From an optimization exercise on the open Yosys and OpenROAD flow, aimed at small area; shortcuts taken in it are not production practice. Only simulation tests tie the RTL to the original design; equivalence was not proved. Power is estimated from default activity; no workload was simulated.

File: flow/run.sh
#!/bin/bash
# synth_recipe.tcl (not shown) runs the flow's synth.tcl, then flattens the netlist and writes it again
# the make line also repeats each setting of config.mk as NAME=value (left out here)
make -C /OpenROAD-flow-scripts/flow DESIGN_CONFIG=/design/flow/config.mk WORK_HOME=/design/flow/orfs CLKGATE_MAP_FILE= SYNTH_SCRIPT=/design/flow/synth_recipe.tcl finish
File: flow/config.mk
export PLATFORM = sky130hd
export DESIGN_NAME = dma_master_top
export DESIGN_NICKNAME = dma_master_top
export VERILOG_FILES = /design/flow/design.v
export SDC_FILE = /design/flow/constraint.sdc
export NUM_CORES = 4
export LEC_CHECK = 0
export CAP_MARGIN = 20
export CORE_MARGIN = 2
export CORE_UTILIZATION = 40
export CTS_CLUSTER_DIAMETER = 80
export CTS_CLUSTER_SIZE = 25
export SLEW_MARGIN = 20
export SYNTH_HIERARCHICAL = 1
export SYNTH_MINIMUM_KEEP_SIZE = 0
File: flow/constraint.sdc
create_clock -name core_clock -period 5.0 [get_ports {m_HCLK}]
set_input_delay 1.0000 -clock core_clock [delete_from_list [all_inputs] [get_ports {m_HCLK}]]
set_output_delay 1.0000 -clock core_clock [all_outputs]
set_load 0.01 [all_outputs]
File: flow/design.v
package dma_pkg;
    typedef logic [32-1:0] word_t;
    typedef logic [32-1:0] addr_t;
    typedef logic [5-1:0] beat_t;
    typedef logic [12-3:0]   words_t;   
    typedef enum logic [1:0] {
        IDLE   = 2'b00,
        BUSY   = 2'b01,
        NONSEQ = 2'b10,
        SEQ    = 2'b11
    } htrans_e;
    typedef enum logic [2:0] {
        SINGLE = 3'b000,
        INCR   = 3'b001,
        INCR4  = 3'b011,
        INCR8  = 3'b101,
        INCR16 = 3'b111
    } hburst_e;
    typedef enum logic [2:0] {
        BSEL_SINGLE = 3'd0,
        BSEL_INCR4  = 3'd1,
        BSEL_INCR8  = 3'd2,
        BSEL_INCR16 = 3'd3
    } burst_sel_e;
    typedef enum logic [2:0] {
        SEQ_IDLE,
        SEQ_REQ,
        SEQ_READ,
        SEQ_WRITE,
        SEQ_DONE
    } seq_state_e;
endpackage
`timescale 1ns/10ps
module dma_ao222n (
    input  logic a1, a2, b1, b2, c1, c2,
    output logic y
);
    assign y = !((a1 && a2) || (b1 && b2) || (c1 && c2));
endmodule
module dma_nand2 (
    input  logic a, b,
    output logic y
);
    assign y = !(a && b);
endmodule
module dma_and3n4 (
    input  logic a, b, c, d, e, f,
    output logic y
);
    logic t;
    assign t = a && b && c;
    assign y = !(t && d && e && f);
endmodule
module dma_rmux16 (
    input  logic [15:0] d,
    input  logic [15:0] s,
    output logic        y
);
    logic [5:0] n;
    dma_ao222n u0 (.a1(d[0]),  .a2(s[0]),  .b1(d[1]),  .b2(s[1]),  .c1(d[2]),  .c2(s[2]),  .y(n[0]));
    dma_ao222n u1 (.a1(d[3]),  .a2(s[3]),  .b1(d[4]),  .b2(s[4]),  .c1(d[5]),  .c2(s[5]),  .y(n[1]));
    dma_ao222n u2 (.a1(d[6]),  .a2(s[6]),  .b1(d[7]),  .b2(s[7]),  .c1(d[8]),  .c2(s[8]),  .y(n[2]));
    dma_ao222n u3 (.a1(d[9]),  .a2(s[9]),  .b1(d[10]), .b2(s[10]), .c1(d[11]), .c2(s[11]), .y(n[3]));
    dma_ao222n u4 (.a1(d[12]), .a2(s[12]), .b1(d[13]), .b2(s[13]), .c1(d[14]), .c2(s[14]), .y(n[4]));
    dma_nand2  u5 (.a(d[15]), .b(s[15]), .y(n[5]));
    dma_and3n4 u6 (.a(n[0]), .b(n[1]), .c(n[2]), .d(n[3]), .e(n[4]), .f(n[5]), .y(y));
endmodule
`timescale 1ns/10ps
module dma_master_top (
    input  logic        m_HCLK,
    input  logic        m_HRESETn,
    input  logic        start,
    input  logic [31:0] src_addr,
    input  logic [31:0] dest_addr,
    input  logic [11:0] xfer_bytes,
    input  logic [2:0]  burst_sel,
    input  logic        intr_mask,
    input  logic        intr_clear,
    output logic        busy,
    output logic        dma_intr,
    output logic        hbusreq,
    input  logic        hgrant,
    output logic [1:0]  htrans,
    output logic [2:0]  hburst,
    output logic [2:0]  hsize,
    output logic [31:0] haddr,
    output logic        hwrite,
    output logic [31:0] hwdata,
    input  logic        hready,
    input  logic [31:0] hrdata
);
    localparam logic [2:0] S_IDLE  = 3'b000;
    localparam logic [2:0] S_REQ   = 3'b101;
    localparam logic [2:0] S_READ  = 3'b110;
    localparam logic [2:0] S_WRITE = 3'b111;
    localparam logic [2:0] S_DONE  = 3'b100;
    logic [2:0]  state;
    logic        status;
    logic [9:0]  words_left;
    logic [1:0]  sel_q;       
    logic [4:0]  arem;        
    logic        first;       
    logic [3:0]  ri;          
    logic        dph_valid;
    logic        dph_write;
    logic [31:0] a_q;         
    logic [31:0] b_q;         
    logic        first_rd;    
    logic [31:0] mem [16];
    logic is_write, load, done;
    logic cmd_active, issue, idle_bus, dph_done;
    logic go_read, go_write;
    logic a_end;
    logic [4:0] burst_len;
    logic [3:0] burst_last;
    logic [2:0] burst_code;
    logic [31:0] a_inc;
    assign is_write = (state == S_WRITE);
    assign done     = (state == S_DONE);
    assign busy     = state[2];
    assign hbusreq  = state[1] | state[0];
    assign load     = start && !busy;
    assign dma_intr = status && !intr_mask;
    assign hsize    = 3'b010;
    assign a_end      = (arem == 5'd0);
    assign cmd_active = state[1] && !a_end && hgrant;
    assign issue      = cmd_active && hready;
    assign dph_done   = hready && dph_valid;
    assign idle_bus   = !htrans[1] && !dph_valid;
    always_comb begin
        logic short;
        case (sel_q)
            2'd0: begin burst_len = 5'd1;  burst_last = 4'd0;  burst_code = 3'b000; short = 1'b0; end
            2'd1: begin burst_len = 5'd4;  burst_last = 4'd3;  burst_code = 3'b011; short = (words_left[9:2] == '0); end
            2'd2: begin burst_len = 5'd8;  burst_last = 4'd7;  burst_code = 3'b101; short = (words_left[9:3] == '0); end
            default: begin burst_len = 5'd16; burst_last = 4'd15; burst_code = 3'b111; short = (words_left[9:4] == '0); end
        endcase
        if (short) begin
            burst_len  = {1'b0, words_left[3:0]};
            burst_last = words_left[3:0] - 1'b1;
            burst_code = 3'b001;
        end
    end
    always_comb begin
        go_read  = 1'b0;
        go_write = 1'b0;
        case (state)
            S_REQ:   go_read  = hgrant;
            S_READ:  go_write = a_end && idle_bus;
            S_WRITE: go_read  = a_end && (words_left != '0);
            default: ;
        endcase
    end
    always_ff @(posedge m_HCLK or negedge m_HRESETn) begin
        if (!m_HRESETn) begin
            state     <= S_IDLE;
            status    <= 1'b0;
            htrans    <= 2'b00;
            dph_valid <= 1'b0;
        end else begin
            case (state)
                S_IDLE:  if (start) state <= S_REQ;
                S_REQ:   if (hgrant) state <= S_READ;
                S_READ:  if (go_write) state <= S_WRITE;
                S_WRITE: if (go_read) state <= S_READ;
                         else if (a_end && idle_bus) state <= S_DONE;
                default: state <= S_IDLE;
            endcase
            if (done)
                status <= 1'b1;
            else if (intr_clear)
                status <= 1'b0;
            if (hready) begin
                dph_valid <= htrans[1];
                if (!cmd_active)
                    htrans <= 2'b00;
                else if (first || htrans == 2'b00)
                    htrans <= 2'b10;
                else
                    htrans <= 2'b11;
            end
        end
    end
    always_ff @(posedge m_HCLK) begin
        if (load) begin
            words_left <= xfer_bytes[11:2];
            sel_q      <= {burst_sel[2] | burst_sel[1], burst_sel[2] | burst_sel[0]};
        end else if (issue && is_write) begin
            words_left <= words_left - 1'b1;
        end
        if (go_read || go_write) begin
            arem  <= burst_len;
            first <= 1'b1;
        end else if (issue) begin
            arem  <= arem - 1'b1;
            first <= 1'b0;
        end
        if (go_write)
            ri <= burst_last;
        if (hready) begin
            dph_write <= hwrite;
            hwrite    <= cmd_active && is_write;
            if (cmd_active) begin
                if (first)
                    hburst <= burst_code;
                else if (htrans == 2'b00)
                    hburst <= 3'b001;   
            end
        end
    end
    assign a_inc = {a_q[31:2] + 30'd1, a_q[1:0]};
    assign haddr = a_q;
    always_ff @(posedge m_HCLK) begin
        if (load) begin
            a_q      <= src_addr;
            b_q      <= dest_addr;
            first_rd <= 1'b1;
        end else if (issue) begin
            first_rd <= 1'b0;
            if (!first_rd) begin
                if (first) begin
                    a_q <= b_q;
                    b_q <= a_inc;
                end else begin
                    a_q <= a_inc;
                end
            end
        end
    end
    always_ff @(posedge m_HCLK) begin
        if (dph_done) begin
            mem[0] <= hrdata;
            for (int i = 1; i < 16; i++)
                mem[i] <= mem[i-1];
        end
    end
    logic [15:0] rsel;
    always_comb
        for (int i = 0; i < 16; i++)
            rsel[i] = (ri == 4'(i));
    for (genvar b = 0; b < 32; b++) begin : g_rd
        logic [15:0] col;
        for (genvar i = 0; i < 16; i++) begin : g_col
            assign col[i] = mem[i][b];
        end
        dma_rmux16 u_mux (.d(col), .s(rsel), .y(hwdata[b]));
    end
endmodule
==> flow_summary.toml, run 1 <==
[yosys]
ys_seq_area_share_pct = 79.5
syn_area_sq_um = 23000
synth_async_sr_flop_share_pct = 1.15
yosys_warnings = 8
yosys-top-cells-area = "edfxtp_1 (79%), a222oi_1 (7.0%), nand2_1 (1.4%), nor2_1 (1.3%), and4_1 (1.3%)"
synth_largest_area_cell = "edfxtp_1"
yosysTopAreaCellShare_pct = 78.6
avgSynthCellArea_sq_um = 17.4
syn_inst = 1322
synth_edf_count = 601
synth_cell_types = 50
synth_ff_type = "edfxtp_1"
synthTopCellsByCount = "edfxtp_1 (601), a222oi_1 (160), nand2_1 (83)"
ys_ff_latch = 610
yosysMostFrequentCell = "edfxtp_1"

[floorplan]
coreArea_sq_um = 56600
rows = 87
io_pins = 194
die_area_sq_um = 59300
die_y_um = 244
start_util_pct = 40.6
die_x_um = 244

[drt]
drt_pass1_iterations = 10
num_vias = 13600
drt-total-wl_um = 52400
ant_nets = 0
wire_per_inst_um = 22.5
vias_per_cell = 5.83
drt_iter0_markers = 2129
drcViolationCount = 0

[clock_tree]
cts_resized = 0
postCtsSetupBuffers = 0
clk_pin_slew_ns = 0.10
htree_levels = 1
cts.sinks = 610
clock_latency_ns = 0.63
cts_root_buffer = "clkbuf_16"
cts_made_buffers = 31
clockBufferDepth = 3
hold_buffers = 0
cts_tree = "built"

[grt]
grt_max_degree = 74
grt_usage_pct = 17.2
antenna_found_initial = 3
grt_pass1_wl_um = 80300
grt_pass1_vias = 13400
overflow = 0

[sta]
hold_violations = 0
slew_violations = 0
tightestPinTransition_ns = 0.983
relSlewSlack_pct = 34.5
timing.fmax_mhz = 233
period_needed_ns = 4.30
skew_ns = 0.0222
setup_viol = 0
period_share_pct = 86.0
holdWs_ns = 0.442
setup_tns_ns = 0
rsz0062_at_grt = "no"

[finish]
drive_above_1_share_pct = 7.78
nets = 1680
fillers = 4917
area_growth_pct = 17.9
layout.cells.non_filler = 2325
diodes = 0

[setup_path]
r2r_cells = 7
cp_slowest_cell = "clkdlybuf4s50_1"
crit_end = "hwdata[28]"
cp.required_ns = 4.00
setup.worst_path.end_class = "primary output"
worst_ep_arrival_time_ns = 3.30
path_cells = "nand2b_1 -> nor2_2 -> buf_4 -> a222oi_1 -> and4_1 -> nand3_1 -> clkdlybuf4s50_1"
cp_max_fo = 32
reg2reg_slack_ns = 2.33
reg2reg_from = "arem[0]"
critPathLaunch = "ri[0]"
critPathLaunchType = "register"
r2r-end = "arem[2]"
setup.worst_path.class = "reg2out"
worst_path_largest_cell_delay_ns = 0.64

[pwr]
p_leak_nw = 8.36
power_frac_comb_pct = 13.0
ir_worst_vdd_uv = 335
p_sw_mw = 2.71
p_int_mw = 7.87
power.share.clock_pct = 26.6
power_density_nw_per_um2 = 391
p_seq_share_pct = 60.4
switching_share_pct = 25.6

[worst_hold_path]
hp-class = "reg2reg"

[place]
hpwlAfterDp_um = 31000
gp_congestion = 0.836
portBuffers = 188
dpl.cell_count = 2280

[job]
drv_cap = 0

[run_status]
status = "timing/DRC/antenna clean"
per-layer routing:
metal | GRT usage, % | share of wire (%)
met1 | 24.6 | 42
met4 | 3.46 | 1.9
met3 | 4.42 | 9.5
met5 | 0 | 0.088
met2 | 26.6 | 46
stage by stage:
| stage | area, sq um | util (%) | power, mW | setup slack [ns] |
|---|---|---|---|---|
| 5_1_grt | 27100 | 47.8 | 11.0 | 0.585 |
| 4_1_cts | 27100 | 47.8 | 10.7 | 0.693 |
| 6_report | 27100 | 47.8 | 10.6 | 0.702 |
| 2_1_floorplan | 23000 | - | 7.25 | 0.00970 |
| 3_5_place_dp | 26100 | 46.2 | 7.88 | 1.41 |
| 3_3_place_gp | 26100 | 46.2 | 7.85 | 1.41 |
area by class of cell:
type | instances | area [sq um] | share of cell area, %
sequential | 610 | 18300 | 67.5
clock buffer | 34 | 787 | 2.91
inverter | 14 | 52.6 | 0.194
multi-input combinational | 669 | 4570 | 16.9
tap | 756 | 946 | 3.50
timing repair buffer | 231 | 2300 | 8.52
clock inverter | 11 | 136 | 0.504
Yosys stat by module, one instance, submodules excluded, a selection:
module | cells inside | copies in the design | area [sq um] | flops+latches
dma_and3n4 | 2 | 32 | 13.8 | 0
dma_ao222n | 1 | 160 | 10.0 | 0
dma_master_top | 1066 | 1 | 20800 | 610
dma_nand2 | 1 | 32 | 3.75 | 0
worst min path at each step:
stage                     start           to  slack (ns)  cells past startpoint
floorplan              first_rd     first_rd        0.42                      2
global placement    mem[12][28]  mem[13][28]        0.43                      0
detailed placement   mem[4][12]   mem[5][12]        0.43                      0
CTS                 mem[12][31]  mem[13][31]        0.44                      0
global route        mem[12][31]  mem[13][31]        0.45                      0
finish              mem[12][31]  mem[13][31]        0.44                      0
placed cells by master, fill, tap and decap left out, types with 34 or more instances in the layout:
cell             synthesis  layout
a21oi_1                 45      45
a222oi_1               160     160
and4_1                  34      34
buf_4                    3      35
clkdlybuf4s50_1          0     188
edfxtp_1               601     601
nand2_1                 83      82
nand3_1                 50      50
nor2_1                  80      71
o21ai_0                 46      45
cells by family after synthesis:
kind of cell / Yosys count / synth area share [%]
other: 2 / 0.0327
multiplexers: 18 / 0.823
XOR/XNOR: 35 / 1.34
adder cells (fa/ha/maj): 5 / 0.272
AO/OA/AOI/OAI: 271 / 9.63
buffers and inverters: 44 / 0.850
AND/OR/NAND/NOR: 337 / 7.51
flip-flops: 610 / 79.5
registers in the layout (all words and copies together), names as in the netlist:
| register | flops |
|---|---|
| hburst | 3 |
| hwrite | 1 |
| b_q | 32 |
| htrans | 2 |
| first_rd | 1 |
| status | 1 |
| first | 1 |
| words_left | 10 |
| sel_q | 2 |
| a_q | 32 |
| state | 3 |
| arem | 5 |
| ri | 4 |
| dph_valid | 1 |
| mem | 512 |
power groups by stage:
| stage | combinational (mW) | clock (mW) | sequential, mW |
|---|---|---|---|
| 5_1_grt | 1.52 | 3.08 | 6.44 |
| 2_1_floorplan | 0.772 | 0 | 6.48 |
| 3_5_place_dp | 1.38 | 0 | 6.50 |
| 6_report | 1.38 | 2.81 | 6.39 |
| 3_3_place_gp | 1.36 | 0 | 6.49 |
| 4_1_cts | 1.39 | 2.91 | 6.39 |
worst max-delay path, delay by kind of cell, from the launching register on:
kind | cells | cell delay, ns
buffers and inverters | 2 | 1.12
and+or+nand+nor | 4 | 0.80
DFF | 1 | 0.52
AOI/OAI and AO/OA | 1 | 0.23
==> run 2: changes to the inputs <==
==> flow/flow/run.sh (new file) <==
#!/bin/bash
# The standard layout, except that the port buffers use the smallest
# buffer cell (sky130_fd_sc_hd__buf_1) instead of the one buffer_ports picks.
set -euo pipefail
export BUFFER_PORTS_ARGS="-buffer_cell sky130_fd_sc_hd__buf_1"
bash standard.sh finish > standard_flow.log 2>&1
==> flow/standard.sh (new file) <==
#!/bin/bash
# synth_recipe.tcl (not shown) runs the flow's synth.tcl, then flattens the netlist and writes it again
# the make line also repeats each setting of config.mk as NAME=value (left out here)
make -C /OpenROAD-flow-scripts/flow DESIGN_CONFIG=/design/flow/config.mk WORK_HOME=/design/flow/orfs CLKGATE_MAP_FILE= SYNTH_SCRIPT=/design/flow/synth_recipe.tcl "${@:-finish}"
removed: flow/run.sh
==> run 2 against run 1 <==
Net effect:
- still clean
- cell count fell by 0.22%
- clock power hardly changed
- synthesized area unchanged
==> flow_summary.toml, run 2 <==
[drt]
highest_layer = "met5"
ant_nets = 0
drt-met1-wl_um = 22500
wire_per_inst_um = 22.6
vias_per_cell = 5.82
dr_wl_met2_um = 24200
drt-total-wl_um = 52400
num_vias = 13500
drt_iter0_markers = 2034
drcViolationCount = 0
drt_pass1_iterations = 9
wl_met3_um = 4720

[clock_tree]
cts_made_buffers = 31
clk_pin_slew_ns = 0.09
cts_resized = 0
cts_tree = "built"
clock_latency_ns = 0.63
htree_levels = 1
cts_root_buffer = "clkbuf_16"
hold_buffers = 0
postCtsSetupBuffers = 0
cts.sinks = 610
clockBufferDepth = 3

[yosys]
yosysTopAreaCellShare_pct = 78.6
synth_edf_count = 601
synth_largest_area_cell = "edfxtp_1"
avgSynthCellArea_sq_um = 17.4
ys_ff_latch = 610
yosysMostFrequentCell = "edfxtp_1"
yosys-top-cells-area = "edfxtp_1 (79%), a222oi_1 (7.0%), nand2_1 (1.4%), nor2_1 (1.3%), and4_1 (1.3%)"
synth_ff_type = "edfxtp_1"
synthTopCellsByCount = "edfxtp_1 (601), a222oi_1 (160), nand2_1 (83)"
syn_inst = 1322
yosys_warnings = 8
synth_async_sr_flop_share_pct = 1.15
syn_area_sq_um = 23000
synth_cell_types = 50
ys_seq_area_share_pct = 79.5

[finish]
fillers = 5028
area_growth_pct = 12.4
final_common_cell = "edfxtp_1"
layout.cells.non_filler = 2320
nets = 1676
drive_above_1_share_pct = 7.55
final_cell_mix = "edfxtp_1 (601), buf_1 (188), a222oi_1 (160)"
largest_reg_flops = 512
top_register = "mem"
reg_top3 = "mem: 512 flops, a_q: 32 flops, b_q: 32 flops"
final_area_sq_um = 25800

[floorplan]
die_x_um = 244
coreArea_sq_um = 56600
io_pins = 194
start_util_pct = 40.6
die_y_um = 244
rows = 87
die_area_sq_um = 59300

[place]
portBuffers = 188
gp_congestion = 0.849
dpl.cell_count = 2276
hpwlAfterDp_um = 30500
pre_cts_ws_ns = 1.44
placed_area_sq_um = 24900

[pwr]
p_leak_nw = 7.80
p_total_mw = 10.4
switching_share_pct = 25.8
p_sw_mw = 2.67
power_frac_comb_pct = 11.4
p_int_mw = 7.68
power_density_nw_per_um2 = 401
p_seq_share_pct = 61.7
power.share.clock_pct = 26.9
ir_worst_vdd_uv = 387

[setup_path]
setup.worst_path.end_class = "primary output"
worst_path_largest_cell_delay_ns = 0.54
critical-path-top-delay-family = "simple AND/OR/NAND/NOR gates"
setup.worst_path.class = "reg2out"
critPathBufInv = 2
worst_ep_arrival_time_ns = 2.98
path_cells = "nand2b_1 -> nor2_2 -> buf_4 -> a222oi_1 -> and4_1 -> nand3_1 -> buf_1"
cp_slowest_cell = "edfxtp_1"
cp.required_ns = 4.00
cp_max_fo = 32
critPathLaunchType = "register"

[sta]
relSlewSlack_pct = 30.8
timing.fmax_mhz = 252
setup_viol = 0
setup_ws_ns = 1.02
tightestPinTransition_ns = 1.04
period_needed_ns = 3.98
setup_tns_ns = 0
hold_violations = 0
slew_violations = 0
period_share_pct = 79.5
rsz0062_at_grt = "no"
skew_ns = 0.0251

[worst_hold_path]
hp-class = "in2async"

[run_status]
status = "timing/DRC/antenna clean"

[grt]
grt_max_degree = 87
grt_pass1_wl_um = 80700
grt_pass1_vias = 13500
antenna_found_initial = 4
overflow = 0
grt_usage_pct = 17.2

[job]
drv_cap = 0
## run 2: cell count changes in the layout (fill, tap and decap cells not counted), sizes merged
cell and change:
clkbuf -1, buf +184, clkinvlp +1, clkdlybuf4s50 -188
inv -2, diode +1
## run 2: path summary, 6_finish.rpt
path / start / end / slack, ns / cells past startpoint
max: ri[0] / hwdata[0] / 1.02 / 7
min: m_HRESETn / state[1] / 0.31 / 1
max reg2reg: arem[0] / b_q[0] / 2.13 / 8
min reg2reg: mem[3][28] / mem[4][28] / 0.43 / 0
max in group asynchronous: m_HRESETn / dph_valid / 4.34 / 1
min in group core_clock: mem[3][28] / mem[4][28] / 0.43 / 0
## run 2: final cells by class
type                            count  area, sq um  share of cell area, %
Multi-Input combinational cell    669         4580                   17.7
Clock buffer                       33          783                   3.03
Tap cell                          756          946                   3.66
Antenna cell                        1         2.50                0.00969
Sequential cell                   610        18300                   70.7
Clock inverter                     10          131                  0.509
Timing Repair Buffer              227         1060                   4.11
Inverter                           14         52.6                  0.204
## run 2: routing by layer
layer	track usage (%)	vias to the layer above
li1	-	6032
met1	24.5	6815
met2	27.1	595
met3	4.05	53
met4	3.21	6
met5	0	-
## run 2: logic make-up (layout without fill, tap and decap cells)
group | count (synthesis) | count (layout) | synth area share, %
and+or+nand+nor | 337 | 337 | 7.51
AOI/OAI and AO/OA | 271 | 271 | 9.63
muxes | 18 | 18 | 0.823
other | 2 | 4 | 0.0327
DFF | 610 | 610 | 79.5
buffers and inverters | 44 | 284 | 0.850
adders and majority gates | 5 | 5 | 0.272
xor gates and xnor gates | 35 | 35 | 1.34
## run 2: modules after synthesis, one instance, submodules excluded, a selection
module | cell area [sq um] | cells | flops+latches
dma_master_top | 20800 | 1066 | 610
dma_ao222n | 10.0 | 1 | 0
dma_nand2 | 3.75 | 1 | 0
dma_and3n4 | 13.8 | 2 | 0
## run 2: stage by stage
stage               hold WS, ns  util [%]
floorplan                 0.419         -
finish                    0.310      45.6
detailed placement        0.433      44.0
CTS                       0.281      45.6
global placement          0.429      44.0
global route              0.302      45.6
## run 2: power groups by stage
stage | clock network (mW) | registers [mW] | logic, mW
after floorplan | 0 | 6.48 | 0.772
after global placement | 0 | 6.48 | 1.17
after detailed placement | 0 | 6.50 | 1.19
after CTS | 2.89 | 6.39 | 1.19
after global routing | 3.04 | 6.44 | 1.33
final | 2.78 | 6.39 | 1.18
==> run 3: changes to the inputs <==
==> flow/flow/run.sh (replaced) <==
#!/bin/bash
# The standard layout (standard.sh) with three changes:
#  - the port buffers use the smallest buffer cell, sky130_fd_sc_hd__buf_1;
#  - clock tree synthesis adds no dummy loads (same clustering as config.mk);
#  - after global routing, gates with positive slack are downsized
#    (ORFS RECOVER_POWER).
set -euo pipefail
export BUFFER_PORTS_ARGS="-buffer_cell sky130_fd_sc_hd__buf_1"
export CTS_ARGS="-sink_clustering_enable -repair_clock_nets -sink_clustering_size 25 -sink_clustering_max_diameter 80 -dont_use_dummy_load"
export RECOVER_POWER=100
bash standard.sh finish > standard_flow.log 2>&1
==> run 3 against run 2 <==
Net effect:
- the layout now fails its checks (max-capacitance violations, max-slew violations)
- combinational power about the same
- final area down 1.1%
- count of clock-buffer cells in the layout down 2
- synthesized cell count unchanged
- sequential share of layout area up 0.76 points
- via count about the same
- critical path type unchanged
- largest power group unchanged
- highest routed layer unchanged
==> flow_summary.toml, run 3 <==
[clock_tree]
postCtsSetupBuffers = 0
clk_pin_slew_ns = 0.09
clock_latency_ns = 0.62
cts_made_buffers = 31
htree_levels = 1
cts_resized = 0
hold_buffers = 0
cts_tree = "built"
cts_root_buffer = "clkbuf_16"
clockBufferDepth = 3
cts.sinks = 610

[drt]
drt_iter0_markers = 1895
num_vias = 13500
vias_per_cell = 5.86
drt_pass1_iterations = 8
ant_nets = 0
drcViolationCount = 0
drt-total-wl_um = 52300
wire_per_inst_um = 22.7

[setup_path]
setup.worst_path.class = "reg2out"
worst_path_largest_cell_delay_ns = 0.83
critPathLaunchType = "register"
path_depth = 7
critical-path-top-delay-family = "buffers and inverters"
worst_ep_arrival_time_ns = 3.32
cp.required_ns = 4.00
r2r_cells = 8
cp_slowest_cell = "clkbuf_2"
path_cells = "nand2b_1 -> nor2_2 -> clkbuf_2 -> a222oi_1 -> and4_1 -> nand3_1 -> clkbuf_1"
critPathBufInv = 2
cp_max_fo = 32
setup.worst_path.end_class = "primary output"

[place]
gp_congestion = 0.849
pre_cts_ws_ns = 1.44
portBuffers = 188
placed_area_sq_um = 24900
hpwlAfterDp_um = 30500

[grt]
antenna_found_initial = 4
grt_usage_pct = 17.2
grt_pass1_wl_um = 80800
grt_pass1_vias = 13500
overflow = 0
grt_max_degree = 87

[sta]
skew_ns = 0.0813
period_share_pct = 86.4
setup_viol = 0
setup_tns_ns = 0
tightestPinTransition_ns = 2.69
period_needed_ns = 4.32
setup_ws_ns = 0.678
relSlewSlack_pct = -79.5
timing.fmax_mhz = 231
rsz0062_at_grt = "no"
slew_violations = 471
hold_violations = 0

[finish]
largest_reg_flops = 512
final_common_cell = "edfxtp_1"
area_growth_pct = 11.3
fillers = 5068
final_cell_mix = "edfxtp_1 (601), buf_1 (183), a222oi_1 (160)"
nets = 1676
drive_above_1_share_pct = 5.93
final_area_sq_um = 25500
reg_top3 = "mem: 512 flops, a_q: 32 flops, b_q: 32 flops"
top_register = "mem"

[floorplan]
die_area_sq_um = 59300
io_pins = 194
coreArea_sq_um = 56600
start_util_pct = 40.6
die_y_um = 244
die_x_um = 244
rows = 87

[pwr]
power_density_nw_per_um2 = 397
p_leak_nw = 7.69
ir_worst_vdd_uv = 269

[run_status]
status = "finished with violations"
so_faults = "max-capacitance violations, max-slew violations"

[yosys]
yosysMostFrequentCell = "edfxtp_1"
synth_async_sr_flop_share_pct = 1.15
yosys_warnings = 8
syn_area_sq_um = 23000
yosys-top-cells-area = "edfxtp_1 (79%), a222oi_1 (7.0%), nand2_1 (1.4%), nor2_1 (1.3%), and4_1 (1.3%)"
synth_ff_type = "edfxtp_1"
avgSynthCellArea_sq_um = 17.4
yosysTopAreaCellShare_pct = 78.6
syn_inst = 1322
synth_edf_count = 601
ys_seq_area_share_pct = 79.5
synthTopCellsByCount = "edfxtp_1 (601), a222oi_1 (160), nand2_1 (83)"
ys_ff_latch = 610
synth_largest_area_cell = "edfxtp_1"
synth_cell_types = 50

[worst_hold_path]
hp-class = "in2async"

[job]
drv_cap = 8
## run 3: final cells by class
class                           instances  area (sq um)  share of cell area, %
Tap cell                              756           946                   3.70
Clock buffer                           31           776                   3.04
Antenna cell                            1          2.50                0.00980
Multi-Input combinational cell        669          4550                   17.8
Sequential cell                       610         18300                   71.5
Timing Repair Buffer                  227           953                   3.73
Inverter                               14          52.6                  0.206
## run 3: cell families after synthesis
group / synth area share (%)
compound gates: 9.63
buf+inv: 0.850
xor+xnor: 1.34
flops: 79.5
simple gates: 7.51
fa+ha+maj: 0.272
other cells: 0.0327
mux: 0.823
## run 3: power by group
part           internal [mW]  switching [mW]
sequential              6.13           0.267
combinational          0.386           0.783
clock                   1.10            1.48
total                   7.62            2.53
## run 3: routing by layer
| metal | routed length, um | part of all wire [%] | GRT usage, % |
|---|---|---|---|
| met1 | 22200 | 42 | 24.5 |
| met2 | 24300 | 46 | 27.2 |
| met3 | 4870 | 9.3 | 4.09 |
| met4 | 887 | 1.7 | 3.17 |
| met5 | 42 | 0.080 | 0 |
## run 3: through the flow
step	util, %	total power [mW]	hold slack [ns]	std cells
after floorplan	-	7.25	0.419	1323
after global placement	44.0	7.65	0.429	2276
after detailed placement	44.0	7.69	0.433	2276
after CTS	45.4	10.3	0.327	2307
after global routing	45.1	10.6	0.342	2307
final	45.1	10.2	0.357	2308
## run 3: path summary, 6_finish.rpt
path | slack, ns | from | endpoint
worst min register to register | 0.36 | mem[3][28] | mem[4][28]
min in group core_clock | 0.36 | mem[3][28] | mem[4][28]
worst min-delay path | 0.36 | m_HRESETn | state[0]
max in group asynchronous | 4.28 | m_HRESETn | dph_valid
worst max-delay path | 0.68 | ri[0] | hwdata[12]
worst max register to register | 1.02 | arem[0] | b_q[0]
## run 3: Yosys stat by module, one instance, submodules excluded, a selection
module	times used	cells	area, sq um
dma_master_top	1	1066	20800
dma_ao222n	160	1	10.0
dma_and3n4	32	2	13.8
dma_nand2	32	1	3.75
## run 3: worst reg2reg max path: cells and delay by family (launching register included)
kind / cells / cell delay [ns]
and+or+nand+nor: 3 / 0.85
AOI/OAI and AO/OA: 1 / 0.26
DFF: 1 / 0.38
adders and majority gates: 1 / 0.20
buffers and inverters: 3 / 1.93
==> run 4: changes to the inputs <==
--- a/flow/design.v
+++ b/flow/design.v
@@ -66,4 +66,10 @@
     dma_and3n4 u6 (.a(n[0]), .b(n[1]), .c(n[2]), .d(n[3]), .e(n[4]), .f(n[5]), .y(y));
 endmodule
+module dma_ao222 (
+    input  logic a1, a2, b1, b2, c1, c2,
+    output logic y
+);
+    assign y = (a1 && a2) || (b1 && b2) || (c1 && c2);
+endmodule
 `timescale 1ns/10ps
 module dma_master_top (
@@ -114,5 +120,6 @@
     logic [4:0] burst_len;
     logic [3:0] burst_last;
-    logic [2:0] burst_code;
+    logic short;
+    logic hb_incr;
     logic [31:0] a_inc;
     assign is_write = (state == S_WRITE);
@@ -128,18 +135,12 @@
     assign dph_done   = hready && dph_valid;
     assign idle_bus   = !htrans[1] && !dph_valid;
-    always_comb begin
-        logic short;
-        case (sel_q)
-            2'd0: begin burst_len = 5'd1;  burst_last = 4'd0;  burst_code = 3'b000; short = 1'b0; end
-            2'd1: begin burst_len = 5'd4;  burst_last = 4'd3;  burst_code = 3'b011; short = (words_left[9:2] == '0); end
-            2'd2: begin burst_len = 5'd8;  burst_last = 4'd7;  burst_code = 3'b101; short = (words_left[9:3] == '0); end
-            default: begin burst_len = 5'd16; burst_last = 4'd15; burst_code = 3'b111; short = (words_left[9:4] == '0); end
-        endcase
-        if (short) begin
-            burst_len  = {1'b0, words_left[3:0]};
-            burst_last = words_left[3:0] - 1'b1;
-            burst_code = 3'b001;
-        end
-    end
+    assign short = (sel_q == 2'd1) ? (words_left[9:2] == '0) :
+                   (sel_q == 2'd2) ? (words_left[9:3] == '0) :
+                   (sel_q == 2'd3) ? (words_left[9:4] == '0) : 1'b0;
+    assign burst_len  = short ? {1'b0, words_left[3:0]} :
+                        (sel_q == 2'd0) ? 5'd1 : (sel_q == 2'd1) ? 5'd4 :
+                        (sel_q == 2'd2) ? 5'd8 : 5'd16;
+    assign burst_last = short ? words_left[3:0] - 1'b1 : {sel_q[1] & sel_q[0], sel_q[1], sel_q[1] | sel_q[0], sel_q[1] | sel_q[0]};
+    assign hburst = hb_incr ? 3'b001 : {sel_q[1], sel_q[0], sel_q[1] | sel_q[0]};
     always_comb begin
         go_read  = 1'b0;
@@ -203,7 +204,7 @@
             if (cmd_active) begin
                 if (first)
-                    hburst <= burst_code;
+                    hb_incr <= short;
                 else if (htrans == 2'b00)
-                    hburst <= 3'b001;   
+                    hb_incr <= 1'b1;   
             end
         end
@@ -211,20 +212,23 @@
     assign a_inc = {a_q[31:2] + 30'd1, a_q[1:0]};
     assign haddr = a_q;
+    logic        a_sel_sw, a_sel_inc;
+    logic [31:0] a_nx;
+    assign a_sel_sw  = !load && first;
+    assign a_sel_inc = !load && !first;
+    for (genvar b = 0; b < 32; b++) begin : g_anx
+        dma_ao222 u_nx (.a1(load), .a2(src_addr[b]), .b1(a_sel_sw), .b2(b_q[b]),
+                        .c1(a_sel_inc), .c2(a_inc[b]), .y(a_nx[b]));
+    end
     always_ff @(posedge m_HCLK) begin
-        if (load) begin
-            a_q      <= src_addr;
-            b_q      <= dest_addr;
+        if (load || (issue && !first_rd))
+            a_q <= a_nx;
+        if (load)
+            b_q <= dest_addr;
+        else if (issue && !first_rd && first)
+            b_q <= a_inc;
+        if (load)
             first_rd <= 1'b1;
-        end else if (issue) begin
+        else if (issue)
             first_rd <= 1'b0;
-            if (!first_rd) begin
-                if (first) begin
-                    a_q <= b_q;
-                    b_q <= a_inc;
-                end else begin
-                    a_q <= a_inc;
-                end
-            end
-        end
     end
     always_ff @(posedge m_HCLK) begin
==> flow/flow/run.sh (replaced) <==
#!/bin/bash
# The standard layout (standard.sh) with two changes:
#  - the port buffers use the smallest buffer cell, sky130_fd_sc_hd__buf_1;
#  - clock tree synthesis adds no dummy loads (same clustering as config.mk).
set -euo pipefail
export BUFFER_PORTS_ARGS="-buffer_cell sky130_fd_sc_hd__buf_1"
export CTS_ARGS="-sink_clustering_enable -repair_clock_nets -sink_clustering_size 25 -sink_clustering_max_diameter 80 -dont_use_dummy_load"
bash standard.sh finish > standard_flow.log 2>&1
==> run 4 against run 3 <==
Net effect:
- the run now finishes clean
- die area fell by 0.43%
- fmax rose by 4.2%
- count of clock-buffer cells in the layout rose by 3
- setup slack improved by 0.17 ns
- first-iteration DRC count rose by 4.9%
- sequential share of layout area fell by 0.86 points
- via count rose by 1.3%
- non-clock buffer count rose by 1
- worst hold slack improved by 0.0049 ns
- critical endpoint is now hwdata[11]
- clock skew fell by 0.019 ns
- register-to-register slack improved by 1.2 ns
- cell count fell by 1.0%
==> flow_summary.toml, run 4 <==
[clock_tree]
clockBufferDepth = 3
hold_buffers = 0
cts_made_buffers = 34
cts_root_buffer = "clkbuf_16"
cts_tree = "built"
clk_pin_slew_ns = 0.09
cts_resized = 0
clock_latency_ns = 0.57
cts.sinks = 608
postCtsSetupBuffers = 0
htree_levels = 2

[floorplan]
io_pins = 194
coreArea_sq_um = 56500
die_y_um = 243
die_area_sq_um = 59100
die_x_um = 243
start_util_pct = 40.5
rows = 87

[finish]
layout.cells.non_filler = 2285
final_area_sq_um = 25800
regArea_sq_um = 18200
largest_reg_flops = 512
final_util_pct = 45.6
top_register = "mem"
drive_above_1_share_pct = 7.52
fillers = 4911
final_cell_mix = "edfxtp_1 (599), a222oi_1 (192), buf_1 (188)"
area_growth_pct = 12.7
final_common_cell = "edfxtp_1"
multi_input_area_sq_um = 4500
reg_top3 = "mem: 512 flops, a_q: 32 flops, b_q: 32 flops"
nets = 1654
diodes = 0

[drt]
drt_pass1_iterations = 10
num_vias = 13700
wire_per_inst_um = 22.9
ant_nets = 0
drt_iter0_markers = 1987
drt-total-wl_um = 52400
drcViolationCount = 0
vias_per_cell = 5.99

[sta]
skew_ns = 0.0620
setup_viol = 0
timing.fmax_mhz = 241
period_needed_ns = 4.15
setup_ws_ns = 0.851
tightestPinTransition_ns = 1.07
setup_tns_ns = 0
slew_violations = 0
rsz0062_at_grt = "no"
period_share_pct = 83.0
relSlewSlack_pct = 28.1
holdWs_ns = 0.362
hold_violations = 0

[grt]
grt_pass1_wl_um = 80400
grt_pass1_vias = 13600
grt_usage_pct = 17.3
grt_max_degree = 71
overflow = 0
antenna_found_initial = 3

[yosys]
synthTopCellsByCount = "edfxtp_1 (599), a222oi_1 (192), nand2_1 (88)"
synth_async_sr_flop_share_pct = 1.15
ys_seq_area_share_pct = 79.6
synth_edf_count = 599
synth_largest_area_cell = "edfxtp_1"
synth_cell_types = 55
syn_inst = 1287
yosysMostFrequentCell = "edfxtp_1"
yosys_warnings = 8
ys_ff_latch = 608
yosysTopAreaCellShare_pct = 78.7
yosys-top-cells-area = "edfxtp_1 (79%), a222oi_1 (8.4%), nand2_1 (1.4%), and4_1 (1.3%), nand3_1 (1.0%)"
avgSynthCellArea_sq_um = 17.8
synth_ff_type = "edfxtp_1"
syn_area_sq_um = 22900

[setup_path]
critical-path-top-delay-family = "simple AND/OR/NAND/NOR gates"
setup.worst_path.end_class = "primary output"
cp_max_fo = 24
critPathLaunchType = "register"
path_cells = "nand2b_1 -> nor2_4 -> buf_4 -> a222oi_1 -> and4_1 -> nand3_1 -> buf_1"
worst_path_largest_cell_delay_ns = 0.75
worst_ep_arrival_time_ns = 3.15
critPathBufInv = 2
cp_slowest_cell = "nor2_4"
cp.required_ns = 4.00
setup.worst_path.class = "reg2out"

[place]
pre_cts_ws_ns = 1.37
dpl.cell_count = 2251
hpwlAfterDp_um = 31200
gp_congestion = 0.814
placed_area_sq_um = 24900
portBuffers = 188

[pwr]
p_total_mw = 10.3
power_density_nw_per_um2 = 401
p_leak_nw = 7.97
ir_worst_vdd_uv = 339

[run_status]
status = "timing/DRC/antenna clean"

[worst_hold_path]
hp-class = "in2async"

[job]
drv_cap = 0
## run 4: changes by cell type after synthesis, moves of 5 or more
| cell | delta |
|---|---|
| nor2_1 | -22 |
| clkbuf_1 | -9 |
| nand2_1 | +5 |
| o21ai_0 | -23 |
| nor3_1 | -9 |
| inv_1 | +34 |
| mux2i_1 | -6 |
| xor2_1 | -16 |
| a21oi_1 | -35 |
| a222oi_1 | +32 |
| a31oi_1 | +13 |
## run 4: Yosys stat by module, one instance, submodules excluded, a selection
module / cells inside / area (sq um)
dma_master_top: 967 / 20300
dma_and3n4: 2 / 13.8
dma_ao222: 2 / 13.8
dma_ao222n: 1 / 10.0
dma_nand2: 1 / 3.75
## run 4: kinds of logic (layout without fill, tap and decap cells)
kind of cell,count (synthesis),count (layout),share of synthesized area [%]
AND/OR/NAND/NOR,305,305,7.00
flip-flops,608,608,79.6
buffers and inverters,69,310,1.23
AO/OA/AOI/OAI,260,260,10.3
other,2,3,0.0329
XOR/XNOR,23,23,0.881
multiplexers,15,15,0.712
adder cells (fa/ha/maj),5,5,0.274
## run 4: path summary, 6_finish.rpt
kind	startpoint	to	slack, ns	cells past startpoint
worst max-delay path	ri[3]	hwdata[11]	0.85	7
worst max register to register	a_q[2]	a_q[22]	2.24	7
worst min-delay path	m_HRESETn	dph_valid	0.36	1
min in group core_clock	mem[9][22]	mem[10][22]	0.40	0
worst min register to register	mem[9][22]	mem[10][22]	0.40	0
max in group asynchronous	m_HRESETn	state[0]	4.30	1
## run 4: power by group
group	switching [mW]	internal [mW]	leakage (nW)	total (mW)
Clock	1.52	1.22	0.419	2.74
Sequential	0.306	6.12	5.54	6.42
Combinational	0.762	0.416	2.01	1.18
## run 4: metal layers
| layer | wire length, um | GRT usage, % |
|---|---|---|
| met1 | 22100 | 24.7 |
| met4 | 886 | 4.35 |
| met2 | 24000 | 26.8 |
| met3 | 5330 | 4.00 |
| met5 | 44 | 0 |
## run 4: area by class of cell
class | count | share of cell area (%)
clock buffers | 34 | 3.30
inverters | 48 | 0.699
multi-input cells | 611 | 17.5
flip-flops and latches | 608 | 70.6
well taps | 756 | 3.67
repair buffers | 228 | 4.24
==> run 5: changes to the inputs <==
--- a/flow/design.v
+++ b/flow/design.v
@@ -72,4 +72,27 @@
     assign y = (a1 && a2) || (b1 && b2) || (c1 && c2);
 endmodule
+module dma_ao22n (
+    input  logic a1, a2, b1, b2,
+    output logic y
+);
+    assign y = !((a1 && a2) || (b1 && b2));
+endmodule
+module dma_nand3 (
+    input  logic a, b, c,
+    output logic y
+);
+    assign y = !(a && b && c);
+endmodule
+module dma_rmux8 (
+    input  logic [7:0] d,
+    input  logic [7:0] s,
+    output logic       y
+);
+    logic [2:0] n;
+    dma_ao222n u0 (.a1(d[0]), .a2(s[0]), .b1(d[1]), .b2(s[1]), .c1(d[2]), .c2(s[2]), .y(n[0]));
+    dma_ao222n u1 (.a1(d[3]), .a2(s[3]), .b1(d[4]), .b2(s[4]), .c1(d[5]), .c2(s[5]), .y(n[1]));
+    dma_ao22n  u2 (.a1(d[6]), .a2(s[6]), .b1(d[7]), .b2(s[7]), .y(n[2]));
+    dma_nand3  u3 (.a(n[0]), .b(n[1]), .c(n[2]), .y(y));
+endmodule
 `timescale 1ns/10ps
 module dma_master_top (
@@ -107,5 +130,6 @@
     logic [4:0]  arem;        
     logic        first;       
-    logic [3:0]  ri;          
+    logic [2:0]  ri;          
+    logic        e8;          
     logic        dph_valid;
     logic        dph_write;
@@ -197,6 +221,8 @@
             first <= 1'b0;
         end
+        if (go_read)
+            e8 <= (burst_len <= 5'd8);
         if (go_write)
-            ri <= burst_last;
+            ri <= burst_last[2:0];
         if (hready) begin
             dph_write <= hwrite;
@@ -236,17 +262,17 @@
             mem[0] <= hrdata;
             for (int i = 1; i < 16; i++)
-                mem[i] <= mem[i-1];
-        end
-    end
-    logic [15:0] rsel;
+                mem[i] <= (i == 8 && e8) ? hrdata : mem[i-1];
+        end
+    end
+    logic [7:0] rsel;
     always_comb
-        for (int i = 0; i < 16; i++)
-            rsel[i] = (ri == 4'(i));
+        for (int i = 0; i < 8; i++)
+            rsel[i] = (ri == 3'(i));
     for (genvar b = 0; b < 32; b++) begin : g_rd
-        logic [15:0] col;
-        for (genvar i = 0; i < 16; i++) begin : g_col
-            assign col[i] = mem[i][b];
-        end
-        dma_rmux16 u_mux (.d(col), .s(rsel), .y(hwdata[b]));
-    end
-endmodule
+        logic [7:0] col;
+        for (genvar i = 0; i < 8; i++) begin : g_col
+            assign col[i] = mem[8+i][b];
+        end
+        dma_rmux8 u_mux (.d(col), .s(rsel), .y(hwdata[b]));
+    end
+endmodule
==> run 5 against run 4 <==
Net effect:
- cell count decreased by 6.1%
- die area decreased by 2.8%
- non-clock buffer count decreased by 17
- final area decreased by 3.2%
- critical path depth decreased by 2
- count of clock-buffer cells in the layout increased by 2
- still clean on timing, DRC and antenna
- fmax increased by 12%
==> flow_summary.toml, run 5 <==
[setup_path]
setup.worst_path.class = "reg2out"
setup.worst_path.end_class = "primary output"
critical-path-top-delay-family = "simple AND/OR/NAND/NOR gates"
critPathBufInv = 1
critPathLaunchType = "register"
cp_slowest_cell = "nor2_4"
cp.required_ns = 4.00
path_cells = "nand2_1 -> nor2_4 -> a222oi_1 -> nand3_1 -> buf_1"
worst_ep_arrival_time_ns = 2.69
cp_max_fo = 32
worst_path_largest_cell_delay_ns = 0.88

[floorplan]
die_area_sq_um = 57400
io_pins = 194
die_y_um = 240
rows = 86
coreArea_sq_um = 55000
start_util_pct = 40.4
die_x_um = 240

[clock_tree]
cts_root_buffer = "clkbuf_16"
clockBufferDepth = 3
htree_levels = 2
cts_resized = 0
hold_buffers = 0
cts_tree = "built"
clock_latency_ns = 0.56
postCtsSetupBuffers = 0
clk_pin_slew_ns = 0.10
cts.sinks = 608
cts_made_buffers = 36

[sta]
hold_violations = 0
period_share_pct = 73.8
period_needed_ns = 3.69
setup_viol = 0
timing.fmax_mhz = 271
tightestPinTransition_ns = 1.16
setup_tns_ns = 0
relSlewSlack_pct = 22.8
rsz0062_at_grt = "no"
skew_ns = 0.0574
slew_violations = 0

[yosys]
syn_area_sq_um = 22200
synth_ff_type = "edfxtp_1"
yosysTopAreaCellShare_pct = 81.0
yosys-top-cells-area = "edfxtp_1 (81%), a222oi_1 (4.3%), mux2_2 (2.1%), a22oi_2 (1.8%), nand2_1 (0.98%)"
synthTopCellsByCount = "edfxtp_1 (599), a222oi_1 (96), nand2_1 (58)"
yosys_warnings = 8
synth_largest_area_cell = "edfxtp_1"
yosysMostFrequentCell = "edfxtp_1"
ys_seq_area_share_pct = 81.9
syn_inst = 1174
avgSynthCellArea_sq_um = 18.9
ys_ff_latch = 608
synth_edf_count = 599
synth_async_sr_flop_share_pct = 1.15
synth_cell_types = 53

[worst_hold_path]
hp-class = "in2async"

[finish]
largest_reg_flops = 512
drive_above_1_share_pct = 10.9
reg_top3 = "mem: 512 flops, a_q: 32 flops, b_q: 32 flops"
final_util_pct = 45.3
layout.cells.non_filler = 2145
final_cell_mix = "edfxtp_1 (599), buf_1 (188), a222oi_1 (96)"
top_register = "mem"
nets = 1520
area_growth_pct = 12.3
final_common_cell = "edfxtp_1"

[place]
hpwlAfterDp_um = 25200
portBuffers = 188
gp_congestion = 0.820
dpl.cell_count = 2108

[grt]
antenna_found_initial = 2
grt_max_degree = 72
overflow = 0
grt_pass1_wl_um = 66600
grt_pass1_vias = 11300
grt_usage_pct = 15.0

[drt]
drcViolationCount = 0
drt_iter0_markers = 1520
drt-total-wl_um = 43400
vias_per_cell = 5.46
num_vias = 11700
wire_per_inst_um = 20.2
ant_nets = 0
drt_pass1_iterations = 9

[pwr]
p_leak_nw = 7.82
power_density_nw_per_um2 = 417
p_total_mw = 10.4
ir_worst_vdd_uv = 253

[run_status]
status = "timing/DRC/antenna clean"

[job]
drv_cap = 0
[run 5: cell count changes in the layout (fill, tap and decap cells not counted), moves of 4 or more]
cell	previous run	this run
mux2_2	10	41
nor4_1	7	3
nor3_2	6	2
o31ai_1	3	10
buf_4	33	17
and4_1	34	7
a22oi_2	0	32
a21oi_1	10	6
nand2b_1	7	1
or3_1	13	8
nor2_4	9	1
a222oi_1	192	96
or4_1	5	11
nand2_1	88	57
[run 5: logic make-up after synthesis]
| kind of cell | count (synthesis) | share of synthesized area, % |
|---|---|---|
| adder cells (fa/ha/maj) | 4 | 0.225 |
| multiplexers | 48 | 2.39 |
| other | 2 | 0.0338 |
| flip-flops | 608 | 81.9 |
| XOR/XNOR | 22 | 0.867 |
| buffers and inverters | 73 | 1.34 |
| AND/OR/NAND/NOR | 217 | 4.91 |
| AO/OA/AOI/OAI | 200 | 8.28 |
[run 5: cell type report]
| class | instances | area (sq um) |
|---|---|---|
| tap | 748 | 936 |
| sequential | 608 | 18200 |
| multi-input combinational | 494 | 3760 |
| inverter | 47 | 176 |
| fill | 4708 | 30100 |
| antenna | 1 | 2.50 |
| clock buffer | 36 | 901 |
| timing repair buffer | 211 | 953 |
[run 5: modules after synthesis, one instance, submodules excluded, a selection]
module / times used / flip-flops and latches
dma_master_top: 1 / 608
dma_ao222: 32 / 0
dma_ao22n: 32 / 0
dma_ao222n: 64 / 0
dma_nand3: 32 / 0
[run 5: power breakdown]
| part | total, mW | internal, mW | leakage [nW] | switching (mW) |
|---|---|---|---|---|
| Sequential | 6.39 | 6.11 | 5.54 | 0.281 |
| Combinational | 1.20 | 0.427 | 1.83 | 0.774 |
| Clock | 2.81 | 1.29 | 0.444 | 1.52 |
| Total | 10.4 | 7.82 | 7.82 | 2.58 |
[run 5: routing by layer]
| layer | track usage (%) | vias up | routed length (um) |
|---|---|---|---|
| li1 | - | 5282 | - |
| met1 | 21.7 | 5966 | 19100 |
| met2 | 23.0 | 407 | 20200 |
| met3 | 3.07 | 50 | 3130 |
| met4 | 4.11 | 2 | 883 |
| met5 | 0 | - | 12 |
[run 5: final timing paths]
| path | start | endpoint | slack [ns] | cells past startpoint |
|---|---|---|---|---|
| min in group core_clock | mem[6][24] | mem[7][24] | 0.39 | 0 |
| setup reg to reg | a_q[2] | a_q[22] | 2.20 | 7 |
| hold reg to reg | mem[6][24] | mem[7][24] | 0.39 | 0 |
| setup / recovery | ri[0] | hwdata[0] | 1.31 | 5 |
| max in group asynchronous | m_HRESETn | status | 4.30 | 1 |
| hold / removal | m_HRESETn | htrans[0] | 0.34 | 1 |
[run 5: stage by stage]
stage	instance area (sq um)	setup slack [ns]	hold WS, ns
finish	24900	1.31	0.340
global route	24900	1.14	0.352
CTS	24900	1.27	0.329
detailed placement	24000	1.86	0.405
global placement	24000	1.87	0.401
floorplan	22200	0.00970	0.400
==> run 6: changes to the inputs <==
--- a/flow/design.v
+++ b/flow/design.v
@@ -44,26 +44,4 @@
     assign y = !(a && b);
 endmodule
-module dma_and3n4 (
-    input  logic a, b, c, d, e, f,
-    output logic y
-);
-    logic t;
-    assign t = a && b && c;
-    assign y = !(t && d && e && f);
-endmodule
-module dma_rmux16 (
-    input  logic [15:0] d,
-    input  logic [15:0] s,
-    output logic        y
-);
-    logic [5:0] n;
-    dma_ao222n u0 (.a1(d[0]),  .a2(s[0]),  .b1(d[1]),  .b2(s[1]),  .c1(d[2]),  .c2(s[2]),  .y(n[0]));
-    dma_ao222n u1 (.a1(d[3]),  .a2(s[3]),  .b1(d[4]),  .b2(s[4]),  .c1(d[5]),  .c2(s[5]),  .y(n[1]));
-    dma_ao222n u2 (.a1(d[6]),  .a2(s[6]),  .b1(d[7]),  .b2(s[7]),  .c1(d[8]),  .c2(s[8]),  .y(n[2]));
-    dma_ao222n u3 (.a1(d[9]),  .a2(s[9]),  .b1(d[10]), .b2(s[10]), .c1(d[11]), .c2(s[11]), .y(n[3]));
-    dma_ao222n u4 (.a1(d[12]), .a2(s[12]), .b1(d[13]), .b2(s[13]), .c1(d[14]), .c2(s[14]), .y(n[4]));
-    dma_nand2  u5 (.a(d[15]), .b(s[15]), .y(n[5]));
-    dma_and3n4 u6 (.a(n[0]), .b(n[1]), .c(n[2]), .d(n[3]), .e(n[4]), .f(n[5]), .y(y));
-endmodule
 module dma_ao222 (
     input  logic a1, a2, b1, b2, c1, c2,
@@ -72,15 +50,9 @@
     assign y = (a1 && a2) || (b1 && b2) || (c1 && c2);
 endmodule
-module dma_ao22n (
-    input  logic a1, a2, b1, b2,
-    output logic y
-);
-    assign y = !((a1 && a2) || (b1 && b2));
-endmodule
-module dma_nand3 (
-    input  logic a, b, c,
-    output logic y
-);
-    assign y = !(a && b && c);
+module dma_nand4 (
+    input  logic a, b, c, d,
+    output logic y
+);
+    assign y = !(a && b && c && d);
 endmodule
 module dma_rmux8 (
@@ -89,9 +61,10 @@
     output logic       y
 );
-    logic [2:0] n;
+    logic [3:0] n;
     dma_ao222n u0 (.a1(d[0]), .a2(s[0]), .b1(d[1]), .b2(s[1]), .c1(d[2]), .c2(s[2]), .y(n[0]));
     dma_ao222n u1 (.a1(d[3]), .a2(s[3]), .b1(d[4]), .b2(s[4]), .c1(d[5]), .c2(s[5]), .y(n[1]));
-    dma_ao22n  u2 (.a1(d[6]), .a2(s[6]), .b1(d[7]), .b2(s[7]), .y(n[2]));
-    dma_nand3  u3 (.a(n[0]), .b(n[1]), .c(n[2]), .y(y));
+    dma_nand2  u2 (.a(d[6]), .b(s[6]), .y(n[2]));
+    dma_nand2  u3 (.a(d[7]), .b(s[7]), .y(n[3]));
+    dma_nand4  u4 (.a(n[0]), .b(n[1]), .c(n[2]), .d(n[3]), .y(y));
 endmodule
 `timescale 1ns/10ps
@@ -131,5 +104,4 @@
     logic        first;       
     logic [2:0]  ri;          
-    logic        e8;          
     logic        dph_valid;
     logic        dph_write;
@@ -138,5 +110,5 @@
     logic        first_rd;    
     logic [31:0] mem [16];
-    logic is_write, load, done;
+    logic is_read, is_write, load, done, e8;
     logic cmd_active, issue, idle_bus, dph_done;
     logic go_read, go_write;
@@ -147,4 +119,5 @@
     logic hb_incr;
     logic [31:0] a_inc;
+    assign is_read  = (state == S_READ);
     assign is_write = (state == S_WRITE);
     assign done     = (state == S_DONE);
@@ -221,6 +194,4 @@
             first <= 1'b0;
         end
-        if (go_read)
-            e8 <= (burst_len <= 5'd8);
         if (go_write)
             ri <= burst_last[2:0];
@@ -258,4 +229,5 @@
             first_rd <= 1'b0;
     end
+    assign e8 = is_read && (burst_len <= 5'd8);
     always_ff @(posedge m_HCLK) begin
         if (dph_done) begin
==> run 6 against run 5 <==
Net effect:
- worst hold slack worse by 0.012 ns
- via count is 3.1% lower
- setup slack worse by 0.21 ns
- largest power group unchanged
- critical path type unchanged
- fmax is 5.4% lower
- synthesized area is 1.2% lower
==> flow_summary.toml, run 6 <==
[run_status]
status = "timing/DRC/antenna clean"

[place]
portBuffers = 188
gp_congestion = 0.821
hpwlAfterDp_um = 25400

[sta]
setup_tns_ns = 0
tightestPinTransition_ns = 1.05
setup_viol = 0
rsz0062_at_grt = "no"
period_share_pct = 78.0
relSlewSlack_pct = 30.0
slew_violations = 0
timing.fmax_mhz = 256
skew_ns = 0.0597
hold_violations = 0
period_needed_ns = 3.90

[grt]
grt_pass1_wl_um = 66500
overflow = 0
grt_pass1_vias = 11100
grt_usage_pct = 15.1
grt_max_degree = 121
antenna_found_initial = 4

[setup_path]
critPathLaunchType = "register"
cp_max_fo = 15
r2r_cells = 6
setup.worst_path.end_class = "primary output"
reg2reg_slack_ns = 2.30
worst_ep_arrival_time_ns = 2.90
setup.worst_path.class = "reg2out"
cp.required_ns = 4.00

[pwr]
p_leak_nw = 7.70
p_seq_share_pct = 62.9
switching_share_pct = 24.5
power.share.clock_pct = 25.3
power_density_nw_per_um2 = 414
p_int_mw = 7.64
p_total_mw = 10.1
p_sw_mw = 2.48
power_frac_comb_pct = 11.7
ir_worst_vdd_uv = 239

[yosys]
muxShareOfSynthArea_pct = 3.10
synth_largest_area_cell = "edfxtp_1"
synth_adder_area_share_pct = 0.228
ys_seq_area_share_pct = 82.8
yosysTopAreaCellShare_pct = 81.8
yosys_warnings = 8
syn_inst = 1160
avgSynthCellArea_sq_um = 18.9
synth_ff_type = "edfxtp_1"
yosys-top-cells-area = "edfxtp_1 (82%), a222oi_1 (4.4%), mux2_2 (2.9%), nand2_1 (1.7%), nand4_1 (1.2%)"
synth-xor-area-share_pct = 1.52
synth_cell_types = 48
ys_ff_latch = 607
synth_async_sr_flop_share_pct = 1.15
synth-simple-area-share_pct = 5.76
synthTopCellsByCount = "edfxtp_1 (598), nand2_1 (102), a222oi_1 (96)"
synth_edf_count = 598
synth_top_family_by_area = "simple AND/OR/NAND/NOR gates"
yosysMostFrequentCell = "edfxtp_1"
syn_area_sq_um = 22000
synth-compound-area-share_pct = 5.28

[drt]
drt_pass1_iterations = 7
drt_iter0_markers = 1471
drt-total-wl_um = 43700
ant_nets = 0
vias_per_cell = 5.44
drcViolationCount = 0
wire_per_inst_um = 20.9
num_vias = 11300

[clock_tree]
cts.sinks = 607
clk_pin_slew_ns = 0.10
cts_root_buffer = "clkbuf_16"
clockBufferDepth = 3
cts_made_buffers = 31
hold_buffers = 0
cts_tree = "built"
clock_latency_ns = 0.61
postCtsSetupBuffers = 0
cts_resized = 0
htree_levels = 1

[job]
drv_cap = 0

[finish]
fillers = 4699
largest_reg_flops = 512
final_common_cell = "edfxtp_1"
reg_top3 = "mem: 512 flops, a_q: 32 flops, b_q: 32 flops"
area_growth_pct = 11.4
top_register = "mem"
drive_above_1_share_pct = 9.68
nets = 1509
final_cell_mix = "edfxtp_1 (598), buf_1 (188), nand2_1 (102)"

[floorplan]
die_y_um = 238
start_util_pct = 40.6
rows = 85
coreArea_sq_um = 54000
die_area_sq_um = 56800
die_x_um = 238
io_pins = 194

[worst_hold_path]
hp-class = "in2async"
-- run 6: modules after synthesis (local to each module, per instance), a selection --
module / flops+latches / cell area, sq um / times used / cells inside
dma_nand4: 0 / 6.26 / 32 / 1
dma_ao222: 0 / 13.8 / 32 / 2
dma_master_top: 607 / 20400 / 1 / 936
dma_ao222n: 0 / 10.0 / 64 / 1
dma_nand2: 0 / 3.75 / 64 / 1
-- run 6: layout make-up --
| type | count | area (sq um) | share of cell area [%] |
|---|---|---|---|
| clock buffer | 31 | 776 | 3.17 |
| inverter | 45 | 169 | 0.691 |
| tap | 696 | 871 | 3.56 |
| antenna | 4 | 10.0 | 0.0409 |
| sequential | 607 | 18200 | 74.3 |
| multi-input combinational | 490 | 3540 | 14.5 |
| timing repair buffer | 212 | 911 | 3.73 |
-- run 6: worst max-delay path: stages (launching register included) --
cell      delay [ns]
edfxtp_1        0.51
nand2_1         0.10
nor2_2          0.80
buf_4           0.36
a222oi_1        0.11
nand4_1         0.24
buf_1           0.18
-- run 6: worst paths after layout --
kind                          startpoint         end
min                            m_HRESETn      status
min in group core_clock        mem[6][0]   mem[7][0]
max in group asynchronous      m_HRESETn    state[1]
max reg2reg                words_left[4]  mem[8][15]
max                                ri[0]  hwdata[27]
min reg2reg                    mem[6][0]   mem[7][0]
-- run 6: kinds of logic (layout without fill, tap and decap cells) --
logic type / after synthesis / count (layout)
adders and majority gates: 4 / 4
other: 2 / 7
and+or+nand+nor: 254 / 254
muxes: 61 / 61
AOI/OAI and AO/OA: 130 / 130
buffers and inverters: 64 / 288
xor gates and xnor gates: 38 / 38
DFF: 607 / 607
-- run 6: power by group through the flow --
stage	registers, mW	logic (mW)	clock network (mW)
floorplan	6.46	0.774	0
CTS	6.37	1.19	2.68
global route	6.41	1.31	2.82
global placement	6.46	1.15	0
finish	6.37	1.19	2.56
detailed placement	6.48	1.19	0
-- run 6: per-stage QoR --
step | instance area, sq um | hold slack [ns] | std cells | util [%] | worst slack [ns]
floorplan | 22000 | 0.400 | 1161 | - | 0.00970
global placement | 23700 | 0.401 | 2050 | 43.8 | 1.68
detailed placement | 23700 | 0.405 | 2050 | 43.8 | 1.67
CTS | 24400 | 0.294 | 2081 | 45.2 | 0.995
global route | 24400 | 0.321 | 2085 | 45.2 | 0.901
finish | 24400 | 0.328 | 2085 | 45.2 | 1.10
-- run 6: layer usage --
layer	GRT usage (%)	wire (um)	up-vias
met5	0	0	-
met4	4.56	1290	0
met3	1.85	2270	66
met2	23.5	20200	341
met1	22.2	19900	5810
li1	-	-	5127

[re-timing with driven ports]
The results above use ideal ports. As a check the final layouts listed here were re-extracted and re-timed, cells and wires unchanged.
Step 1 sets driving cells, clkbuf_16 on the clock port and buf_2 on the other inputs (assumed; they add their load-dependent delay and slew).
Step 2 also shifts input and output timing later by t, the mid clock arrival at the registers, as if the neighbouring blocks saw the same clock.
Slacks: ideal ports / drivers / drivers and shift; pairs: ideal ports / drivers.
run | t (ns) | slack for setup (ns) | worst setup path at the end | latest minus earliest clock arrival (ns) | worst register clock-pin slew, ns
run 1 | 0.679 | 0.702 / 0.646 / 1.325 | register to output | 0.025 / 0.024 | 0.10 / 0.10
run 2 | 0.668 | 1.024 / 0.970 / 1.631 | input to register | 0.030 / 0.030 | 0.10 / 0.10
run 3 | 0.642 | 0.678 / 0.624 / 0.533 | input to register | 0.090 / 0.090 | 0.10 / 0.10
run 4 | 0.598 | 0.851 / 0.792 / 1.389 | register to output | 0.077 / 0.077 | 0.10 / 0.10
run 5 | 0.600 | 1.312 / 1.254 / 1.854 | register to output | 0.073 / 0.072 | 0.11 / 0.11
run 6 | 0.639 | 1.101 / 1.044 / 1.683 | register to output | 0.061 / 0.061 | 0.10 / 0.10
The setup slack of run 3, which loses most, moves by -0.054 ns with the drivers and by -0.145 ns with both steps.
